From an optimization exercise on the open Yosys and OpenROAD flow, aimed at small area, a short achievable clock period and few clock cycles; shortcuts taken in it are not production practice.
Function was checked by simulation only, so behaviour that the tests miss may differ from the original.
No activity file was given, so power comes from the tool's default toggle rates.

### flow/config.mk
export PLATFORM = sky130hd
export DESIGN_NAME = access_rights_table_unit
export DESIGN_NICKNAME = access_rights_table_unit
export VERILOG_FILES = /design/flow/design.v
export SDC_FILE = /design/flow/constraint.sdc
export NUM_CORES = 4
export LEC_CHECK = 0
export CAP_MARGIN = 20
export CORE_MARGIN = 2
export CORE_UTILIZATION = 40
export PLACE_DENSITY = 0.6
export SLEW_MARGIN = 20
### flow/constraint.sdc
create_clock -name core_clock -period 8.0 [get_ports {clk_i}]
set_input_delay 1.6000 -clock core_clock [delete_from_list [all_inputs] [get_ports {clk_i}]]
set_output_delay 1.6000 -clock core_clock [all_outputs]
set_load 0.01 [all_outputs]
### flow/design.v
package art_pkg;
  localparam int unsigned ENTRIES_DEF      = 64;
  localparam int unsigned MAX_SUBJECTS_DEF = 16;
  localparam int unsigned MAX_OBJECTS_DEF  = 16;
  localparam int unsigned CFG_W = 5;
  localparam int unsigned LIST_MAX = 16;
  localparam logic [2:0] MODE_ADD  = 3'd0;
  localparam logic [2:0] MODE_REM  = 3'd1;
  localparam logic [2:0] MODE_NEW  = 3'd2;
  localparam logic [2:0] MODE_DEL  = 3'd3;
  localparam logic [2:0] MODE_OCC  = 3'd4;
  localparam logic [2:0] MODE_LIST = 3'd5;
  localparam logic [1:0] ST_DONE = 2'd0;
  localparam logic [1:0] ST_NEW  = 2'd1;
  localparam logic [1:0] ST_NONE = 2'd2;
  localparam logic [1:0] ST_FULL = 2'd3;
  localparam logic CFG_INIT_SUBJ = 1'b0;
  localparam logic CFG_OBJ_CNT   = 1'b1;
  localparam logic [1:0] RIGHTS_RW = 2'b11;
  typedef struct packed {
    logic start;     
    logic scan;      
    logic append;    
    logic finish;    
    logic emit;      
  } art_cmd_t;
  typedef struct packed {
    logic scan_done;   
    logic list_left;   
  } art_sts_t;
endpackage
module art_ctrl
(
  input  logic       clk_i,
  input  logic       rst_ni,
  input  logic       in_valid_i,
  output logic       in_ready_o,
  input  logic [2:0] mode_i,
  input  logic [1:0] status_i,
  output logic       out_valid_o,
  input  logic       out_ready_i,
  input  art_pkg::art_sts_t   sts_i,
  output art_pkg::art_cmd_t   cmd_o
);
  localparam logic [2:0] S_IDLE = 3'd0;
  localparam logic [2:0] S_SCAN = 3'd1;
  localparam logic [2:0] S_FIN  = 3'd2;
  localparam logic [2:0] S_APP  = 3'd3;
  localparam logic [2:0] S_OUT  = 3'd4;
  logic [2:0] state_q, state_d;
  logic [2:0] mode_q;
  always_comb begin
    state_d = state_q;
    cmd_o = '0;
    in_ready_o = (state_q == S_IDLE);
    out_valid_o = (state_q == S_OUT);
    unique case (state_q)
      S_IDLE: if (in_valid_i) begin
        cmd_o.start = 1'b1; state_d = S_SCAN;
      end
      S_SCAN:
        if (sts_i.scan_done) state_d = S_FIN;
        else cmd_o.scan = 1'b1;
      S_FIN: begin
        cmd_o.finish = 1'b1;
        state_d = (mode_q == art_pkg::MODE_ADD) ? S_APP : S_OUT;
      end
      S_APP: begin
        if (status_i == art_pkg::ST_NEW) cmd_o.append = 1'b1;
        state_d = S_OUT;
      end
      S_OUT: if (out_ready_i) begin
        if (sts_i.list_left) cmd_o.emit = 1'b1;
        else state_d = S_IDLE;
      end
      default: state_d = S_IDLE;
    endcase
  end
  always_ff @(posedge clk_i or negedge rst_ni) begin
    if (!rst_ni) begin
      state_q <= S_IDLE; mode_q <= art_pkg::MODE_ADD;
    end else begin
      state_q <= state_d;
      if (cmd_o.start) mode_q <= mode_i;
    end
  end
endmodule
module art_datapath
#(
  parameter int unsigned ENTRIES      = art_pkg::ENTRIES_DEF,
  parameter int unsigned MAX_SUBJECTS = art_pkg::MAX_SUBJECTS_DEF,
  parameter int unsigned MAX_OBJECTS  = art_pkg::MAX_OBJECTS_DEF
) (
  input  logic             clk_i,
  input  logic             rst_ni,
  input  logic             cfg_we_i,
  input  logic             cfg_idx_i,
  input  logic [art_pkg::CFG_W-1:0] cfg_data_i,
  input  logic [2:0]       mode_i,
  input  logic [3:0]       subject_index_i,
  input  logic [3:0]       object_index_i,
  input  logic [1:0]       rights_mask_i,
  input  art_pkg::art_cmd_t         cmd_i,
  output art_pkg::art_sts_t         sts_o,
  output logic [1:0]       status_o,
  output logic [4:0]       subject_out_o,
  output logic [4:0]       row_count_o,
  output logic [8:0]       cell_count_o,
  output logic [6:0]       filled_count_o,
  output logic             last_o
);
  localparam int unsigned AW = $clog2(ENTRIES);
  localparam int unsigned CW = $clog2(ENTRIES + 1);
  localparam int unsigned LW = $clog2(art_pkg::LIST_MAX + 1);
  typedef struct packed {
    logic [3:0] subj;
    logic [3:0] obj;
    logic [1:0] rights;
  } entry_t;
  logic [9:0] mem [0:ENTRIES-1];   
  entry_t rd_data_q;          
  logic [AW-1:0] rd_addr;
  logic [CW-1:0] count_q;
  logic [CW-1:0] rd_q;      
  logic [CW-1:0] wr_q;      
  logic [MAX_SUBJECTS-1:0] del_q;
  logic [4:0] added_q;
  logic [art_pkg::CFG_W-1:0] init_subj_q, obj_cnt_q;
  logic [2:0] mode_q;
  logic [3:0] subj_q, obj_q;
  logic [1:0] mask_q;
  logic       found_q;
  logic [4:0] rows_q;
  logic [1:0] status_q;
  logic [4:0] subj_out_q;
  logic [3:0] list_q [0:art_pkg::LIST_MAX-1];
  logic [LW-1:0] list_n_q, list_i_q;
  logic [5:0] tot_raw;
  logic [4:0] total;
  assign tot_raw = {1'b0, init_subj_q} + {1'b0, added_q};
  assign total = (tot_raw > 6'(MAX_SUBJECTS)) ? 5'(MAX_SUBJECTS) : tot_raw[4:0];
  entry_t e;
  logic   e_sub_hit, e_hit, e_keep;
  logic [1:0] e_new_rights;
  logic   in_list;
  assign e = rd_data_q;
  assign e_sub_hit = (e.subj == subj_q);
  assign e_hit = e_sub_hit && (e.obj == obj_q);
  assign rd_addr = cmd_i.start ? '0 : AW'(rd_q + CW'(1));
  always_comb begin
    e_new_rights = e.rights;
    e_keep = 1'b1;
    unique case (mode_q)
      art_pkg::MODE_ADD: if (e_hit && !found_q) e_new_rights = e.rights | mask_q;
      art_pkg::MODE_REM: if (e_hit && !found_q) begin
        e_new_rights = e.rights & ~mask_q & art_pkg::RIGHTS_RW;
        e_keep = (e_new_rights != 2'b00);
      end
      art_pkg::MODE_DEL: e_keep = !e_sub_hit;
      default: ;
    endcase
  end
  always_comb begin
    in_list = 1'b0;
    for (int j = 0; j < art_pkg::LIST_MAX; j++)
      if (LW'(j) < list_n_q && list_q[j] == e.subj) in_list = 1'b1;
  end
  always_ff @(posedge clk_i) begin
    if (cmd_i.scan && e_keep)
      mem[wr_q[AW-1:0]] <= {e.subj, e.obj, e_new_rights};
    else if (cmd_i.append)
      mem[count_q[AW-1:0]] <= {subj_q, obj_q, mask_q};
    rd_data_q <= mem[rd_addr];
  end
  logic sub_ok;
  assign sub_ok = ({1'b0, subj_q} < total) &&
                  !((32'(subj_q) < MAX_SUBJECTS) && del_q[subj_q]);
  logic [8:0] cells;
  logic [art_pkg::CFG_W-1:0] objs;
  always_comb begin
    objs = (obj_cnt_q > 5'(MAX_OBJECTS)) ? 5'(MAX_OBJECTS) : obj_cnt_q;
    cells = 9'(rows_q * objs);
  end
  logic [1:0] fin_status;
  logic [4:0] fin_subj_out;
  always_comb begin
    fin_status = art_pkg::ST_NONE;
    fin_subj_out = '0;
    unique case (mode_q)
      art_pkg::MODE_ADD:
        if (found_q) fin_status = art_pkg::ST_DONE;
        else if (sub_ok) begin
          if (mask_q == 2'b00) fin_status = art_pkg::ST_DONE;
          else if (count_q >= CW'(ENTRIES)) fin_status = art_pkg::ST_FULL;
          else fin_status = art_pkg::ST_NEW;
        end
      art_pkg::MODE_REM: if (found_q) fin_status = art_pkg::ST_DONE;
      art_pkg::MODE_NEW:
        if (32'(total) >= MAX_SUBJECTS) begin
          fin_status = art_pkg::ST_FULL; fin_subj_out = total;
        end else begin
          fin_status = art_pkg::ST_DONE;
          fin_subj_out = (tot_raw + 6'd1 > 6'(MAX_SUBJECTS)) ?
                         5'(MAX_SUBJECTS) : 5'(tot_raw + 6'd1);
        end
      art_pkg::MODE_DEL: if (found_q) fin_status = art_pkg::ST_DONE;
      art_pkg::MODE_OCC: fin_status = art_pkg::ST_DONE;
      default: ;
    endcase
  end
  always_ff @(posedge clk_i or negedge rst_ni) begin
    if (!rst_ni) begin
      count_q <= '0; rd_q <= '0; wr_q <= '0; del_q <= '0; added_q <= '0;
      init_subj_q <= 5'd2; obj_cnt_q <= 5'd2;
      found_q <= 1'b0; rows_q <= '0; list_n_q <= '0; list_i_q <= '0;
      mode_q <= '0; status_q <= art_pkg::ST_DONE; subj_out_q <= '0;
      subj_q <= '0; obj_q <= '0; mask_q <= '0;
      for (int j = 0; j < art_pkg::LIST_MAX; j++) list_q[j] <= '0;
    end else begin
      if (cfg_we_i) begin
        if (cfg_idx_i == art_pkg::CFG_INIT_SUBJ) init_subj_q <= cfg_data_i;
        else obj_cnt_q <= cfg_data_i;
      end
      if (cmd_i.start) begin
        mode_q <= mode_i; subj_q <= subject_index_i;
        obj_q <= object_index_i; mask_q <= rights_mask_i;
        rd_q <= '0; wr_q <= '0; found_q <= 1'b0; rows_q <= '0;
        list_n_q <= '0; list_i_q <= '0;
      end
      if (cmd_i.scan) begin
        rd_q <= rd_q + CW'(1);
        if (e_keep) wr_q <= wr_q + CW'(1);
        if ((mode_q == art_pkg::MODE_DEL) ? e_sub_hit : e_hit) found_q <= 1'b1;
        if (5'(e.subj) + 5'd1 > rows_q) rows_q <= 5'(e.subj) + 5'd1;
        if (mode_q == art_pkg::MODE_LIST && e.obj == obj_q && !in_list &&
            list_n_q < LW'(art_pkg::LIST_MAX)) begin
          list_q[list_n_q[LW-2:0]] <= e.subj;
          list_n_q <= list_n_q + LW'(1);
        end
      end
      if (cmd_i.append) count_q <= count_q + CW'(1);
      if (cmd_i.finish) begin
        status_q <= fin_status;
        subj_out_q <= fin_subj_out;
        if ((mode_q == art_pkg::MODE_REM || mode_q == art_pkg::MODE_DEL) && found_q) count_q <= wr_q;
        if (mode_q == art_pkg::MODE_NEW && fin_status == art_pkg::ST_DONE) added_q <= added_q + 5'd1;
        if (mode_q == art_pkg::MODE_DEL && found_q && 32'(subj_q) < MAX_SUBJECTS)
          del_q[subj_q] <= 1'b1;
      end
      if (cmd_i.emit) list_i_q <= list_i_q + LW'(1);
    end
  end
  logic is_list, is_occ;
  assign is_list = (mode_q == art_pkg::MODE_LIST) && (list_n_q != '0);
  assign is_occ  = (mode_q == art_pkg::MODE_OCC);
  assign status_o = is_list ? art_pkg::ST_DONE : status_q;
  assign subject_out_o = is_list ? 5'(list_q[list_i_q[LW-2:0]]) : subj_out_q;
  assign row_count_o = is_occ ? rows_q : '0;
  assign cell_count_o = is_occ ? cells : '0;
  assign filled_count_o = is_occ ? 7'(count_q) : '0;
  assign last_o = !is_list || (list_i_q + LW'(1) == list_n_q);
  assign sts_o.scan_done = (rd_q == count_q);
  assign sts_o.list_left = is_list && (list_i_q + LW'(1) != list_n_q);
endmodule
module access_rights_table_unit
#(
  parameter int unsigned ENTRIES      = art_pkg::ENTRIES_DEF,
  parameter int unsigned MAX_SUBJECTS = art_pkg::MAX_SUBJECTS_DEF,
  parameter int unsigned MAX_OBJECTS  = art_pkg::MAX_OBJECTS_DEF
) (
  input  logic             clk_i,
  input  logic             rst_ni,
  input  logic             cfg_we_i,
  input  logic             cfg_idx_i,
  input  logic [art_pkg::CFG_W-1:0] cfg_data_i,
  input  logic             s_axis_tvalid,
  output logic             s_axis_tready,
  input  logic [15:0]      s_axis_tdata,   
  output logic             m_axis_tvalid,
  input  logic             m_axis_tready,
  output logic [31:0]      m_axis_tdata,   
  output logic             m_axis_tlast
);
  art_pkg::art_cmd_t cmd;
  art_pkg::art_sts_t sts;
  logic [1:0] status;
  logic [4:0] subj_out, rows;
  logic [8:0] cells;
  logic [6:0] filled;
  art_ctrl u_ctrl (
    .clk_i, .rst_ni,
    .in_valid_i(s_axis_tvalid), .in_ready_o(s_axis_tready),
    .mode_i(s_axis_tdata[2:0]), .status_i(status),
    .out_valid_o(m_axis_tvalid), .out_ready_i(m_axis_tready),
    .sts_i(sts), .cmd_o(cmd)
  );
  art_datapath #(
    .ENTRIES(ENTRIES), .MAX_SUBJECTS(MAX_SUBJECTS), .MAX_OBJECTS(MAX_OBJECTS)
  ) u_dp (
    .clk_i, .rst_ni, .cfg_we_i, .cfg_idx_i, .cfg_data_i,
    .mode_i(s_axis_tdata[2:0]), .subject_index_i(s_axis_tdata[6:3]),
    .object_index_i(s_axis_tdata[10:7]), .rights_mask_i(s_axis_tdata[12:11]),
    .cmd_i(cmd), .sts_o(sts),
    .status_o(status), .subject_out_o(subj_out), .row_count_o(rows),
    .cell_count_o(cells), .filled_count_o(filled), .last_o(m_axis_tlast)
  );
  assign m_axis_tdata = {4'b0, filled, cells, rows, subj_out, status};
endmodule
### flow/run.sh
#!/bin/bash
# synth_recipe.tcl (not shown) runs the flow's synth.tcl, then flattens the netlist and writes it again
# the make line also repeats each setting of config.mk as NAME=value (left out here)
make -C /OpenROAD-flow-scripts/flow DESIGN_CONFIG=/design/flow/config.mk WORK_HOME=/design/flow/orfs CLKGATE_MAP_FILE= SYNTH_SCRIPT=/design/flow/synth_recipe.tcl finish
==> impl_metrics.ini <==
[status]
status = no timing/DRC/antenna violations

[critical_path]
r2r_cells = 9
worstPathRequired_ns = 6.40
r2r_start = u_dp.rd_q[0]
cp-start-kind = register
path_cells = nor2b_1 > nand2_1 > fa_1 > fa_1 > fa_1 > inv_1 > ha_1 > nor2b_1 > o21ai_0 > nand2b_1 > a21o_1 > a21oi_1 > xnor2_1 > nor2_1 > clkdlybuf4s50_1
worst-r2r-setup-slack_ns = 3.40
crit_path_max_fanout = 12
worstPathArrival_ns = 4.99
slowest_stage = clkdlybuf4s50_1
crit_top_cell = fa_1
critPathTopFamily = adder cells
cp.depth = 15
reg2reg_to = u_dp.rd_data_q[4]
crit_start = u_dp.obj_cnt_q[4]
critPathKind = register to output pin
cp-endpoint = m_axis_tdata[20]
max_stage_delay_ns = 0.56
path_buf_inv = 2
crit_path_end_kind = output pin

[synthesis]
ys_seq_elements = 805
yosysWarnings = 3
netlist_area_um2 = 35900
synthCells = 2691
synth_edf_count = 640
synth_cell_type_count = 73
avgSynthCellArea_um2 = 13.34
ys_seq_area_share_pct = 64.90
synthFlopType = edfxtp_1
synth-async-reset-ratio_pct = 19.25

[timing]
slew_headroom_pct = 23.97
setup_tns_ns = 0
tightest_slew_ns = 1.112
post-route-min-period_ns = 6.595
slew_viol_final = 0
setup_violations = 0
whs_ns = 0.4531
rsz0062_at_grt = no
max_freq_mhz = 151.6
post-route-period-util_pct = 82.43
fin_ws_ns = 1.405
finalHoldViolations = 0
skew_ns = 0.02530

[clock_network]
cts_sinks = 805
h-tree-depth = 3
cts_buffers = 83
clk_path_buf_depth = 3
cts.clk_slew.worst_paths_ns = 0.06
worstSkewPairLatency_ns = 0.65
tritoncts = done
cts_resized = 0
cts_hold_buf = 0
cts-root-buf = clkbuf_16
post_cts_buffers = 0

[floorplanning]
die_w_um = 303.6
core_area_um2 = 88650
start_util_pct = 40.50
die_area_um2 = 92170
row_count = 109
fp.dieH_um = 303.6
ioPinCount = 62

[routing]
post_drt_wl_per_cell_um = 23.13
first_pass_iters = 8
vias_per_cell = 5.687
drt_iter0_drc = 2205
num_vias = 22240
ant_nets = 0
routed_wl_um = 90470
drcViolationCount = 0

[global_routing]
grt_max_degree = 131
antenna_found_initial = 0
grt_pass1_vias = 21660
top_usage_layer = met2
grt_use_total_pct = 19.44
grt-ovfl-total = 0
grtUsageMet3_pct = 3.148
met2_usage_pct = 31.61
grt_util_met1_pct = 26.77
grt_pass1_wl_um = 135600

[pwr]
p_per_area_nw_per_um2 = 325.7
finalPower_mw = 13.12
leakage_nw = 14.03
ir_worst_vdd_mv = 0.2707

[cells_and_area]
design_area_um2 = 40270
mostFrequentLayoutCell = edfxtp_1
area.growth.synth_to_final_pct = 12.18
utilization_pct = 45.43
layout.nets = 2768
final_cell_mix = edfxtp_1 (640), nand2_1 (345), a21oi_1 (207)
drive_gt1_share_pct = 11.62
stdcell_count = 3911

[placed_design]
dp.cells = 3761
gp_congestion = 0.8393
port_buffers = 54
hpwl_um = 54830
dp_worst_setup_slack_ns = 2.051
dpl_cell_area_um2 = 37540

[run]
maxCapViolCount = 0

[min_path]
hp-class = register to register
[cell families (layout without fill, tap and decap cells)]
logic type	after synthesis	after routing	synth area share, %
simple gates	669	669	8.806
compound gates	548	548	9.939
flops	805	805	64.90
fa+ha+maj	59	59	2.244
xor+xnor	119	119	2.903
other cells	1	5	0.01044
mux	257	257	8.402
buf+inv	233	284	2.798
[metal layers]
layer | part of all wire, % | vias to the layer above
met1 | 43 | 11240
met4 | 2.9 | 0
met2 | 48 | 790
li1 | - | 10060
met5 | 0 | -
met3 | 6.1 | 149
[cell type report]
cell class | count | area [um2]
inverter | 39 | 146.4
clock inverter | 32 | 446.7
timing repair buffer | 97 | 884.6
clock buffer | 116 | 2273
antenna | 1 | 2.502
multi-input combinational | 1656 | 11760
sequential | 805 | 23310
tap | 1165 | 1458
fill | 7744 | 48370
[flip-flops by register name, summed over array words and instances, names as in the netlist, 7 cells and up]
name and count:
u_dp.mem 640, u_dp.list_q 64, u_dp.del_q 16, u_dp.rd_data_q 10, u_dp.count_q 7, u_dp.rd_q 7
u_dp.wr_q 7
[cells in the mapped netlist, types with 27 or more instances]
| library cell | n | area, um2 |
|---|---|---|
| dfrtp_1 | 153 | 3829 |
| xnor2_1 | 77 | 674.4 |
| a22oi_1 | 94 | 705.7 |
| buf_2 | 32 | 160.2 |
| nor2_1 | 109 | 409.1 |
| nand2_1 | 351 | 1318 |
| mux2_2 | 88 | 991.0 |
| o221ai_1 | 31 | 271.5 |
| edfxtp_1 | 640 | 19220 |
| ha_1 | 50 | 625.6 |
| clkbuf_1 | 125 | 469.2 |
| o21ai_0 | 64 | 320.3 |
| inv_1 | 39 | 146.4 |
| mux2i_1 | 139 | 1391 |
| a21o_1 | 27 | 202.7 |
| xor2_1 | 42 | 367.9 |
| nand3_1 | 41 | 205.2 |
| a21oi_1 | 209 | 1046 |
[how the worst min path moves through the flow]
stage	cells after the start	end	slack, ns	start
finish	1	u_dp.del_q[3]	0.45	u_dp.del_q[3]
global route	1	u_dp.del_q[6]	0.47	u_dp.del_q[6]
CTS	1	u_dp.del_q[6]	0.46	u_dp.del_q[6]
detailed placement	1	u_dp.del_q[11]	0.44	u_dp.del_q[11]
global placement	1	u_dp.del_q[12]	0.43	u_dp.del_q[12]
floorplan	1	u_dp.del_q[12]	0.42	u_dp.del_q[12]
[power by group]
part	switching [mW]	internal, mW	leakage, nW
Combinational	2.64	1.14	4.75
Sequential	0.231	5.23	7.97
Clock	1.62	2.25	1.31
[worst register-to-register path, stage by stage (launching register included)]
cell      delay (ns)
dfrtp_4         0.81
ha_1            0.49
xnor2_2         0.08
buf_4           0.35
nor2_4          0.65
buf_12          0.60
a22oi_1         0.23
a221oi_1        0.62
o32ai_1         0.27
or3_1           0.38
Testbench counts, summed over its fixed seeds: cycles 214,503.

-- static timing again, ports no longer ideal --
The flow's constraints put no driver on any port. The routed layout listed below was extracted and timed again, unchanged, in two steps. Step 1: set_driving_cell puts a clkbuf_16 on clk_i and a buf_2 on each other input, an assumption about the parent block. Step 2 moves the port delays by t, midway between the first and last clock arrival at a register: inputs arrive t later, outputs are due t later. That takes back most of the time a late clock gives input paths. Slacks: ideal ports / drivers / drivers and shift; pairs: ideal ports / drivers.
t (ns): 0.701
setup slack, ns: 1.405 / 1.343 / 2.044
worst hold slack (ns): 0.453 / 0.453 / 0.453
worst register clock-pin slew, ns: 0.06 / 0.06
After both steps setup and hold are still met in this run. The setup slack of this run moves by -0.062 ns with the drivers and by +0.639 ns with both steps.
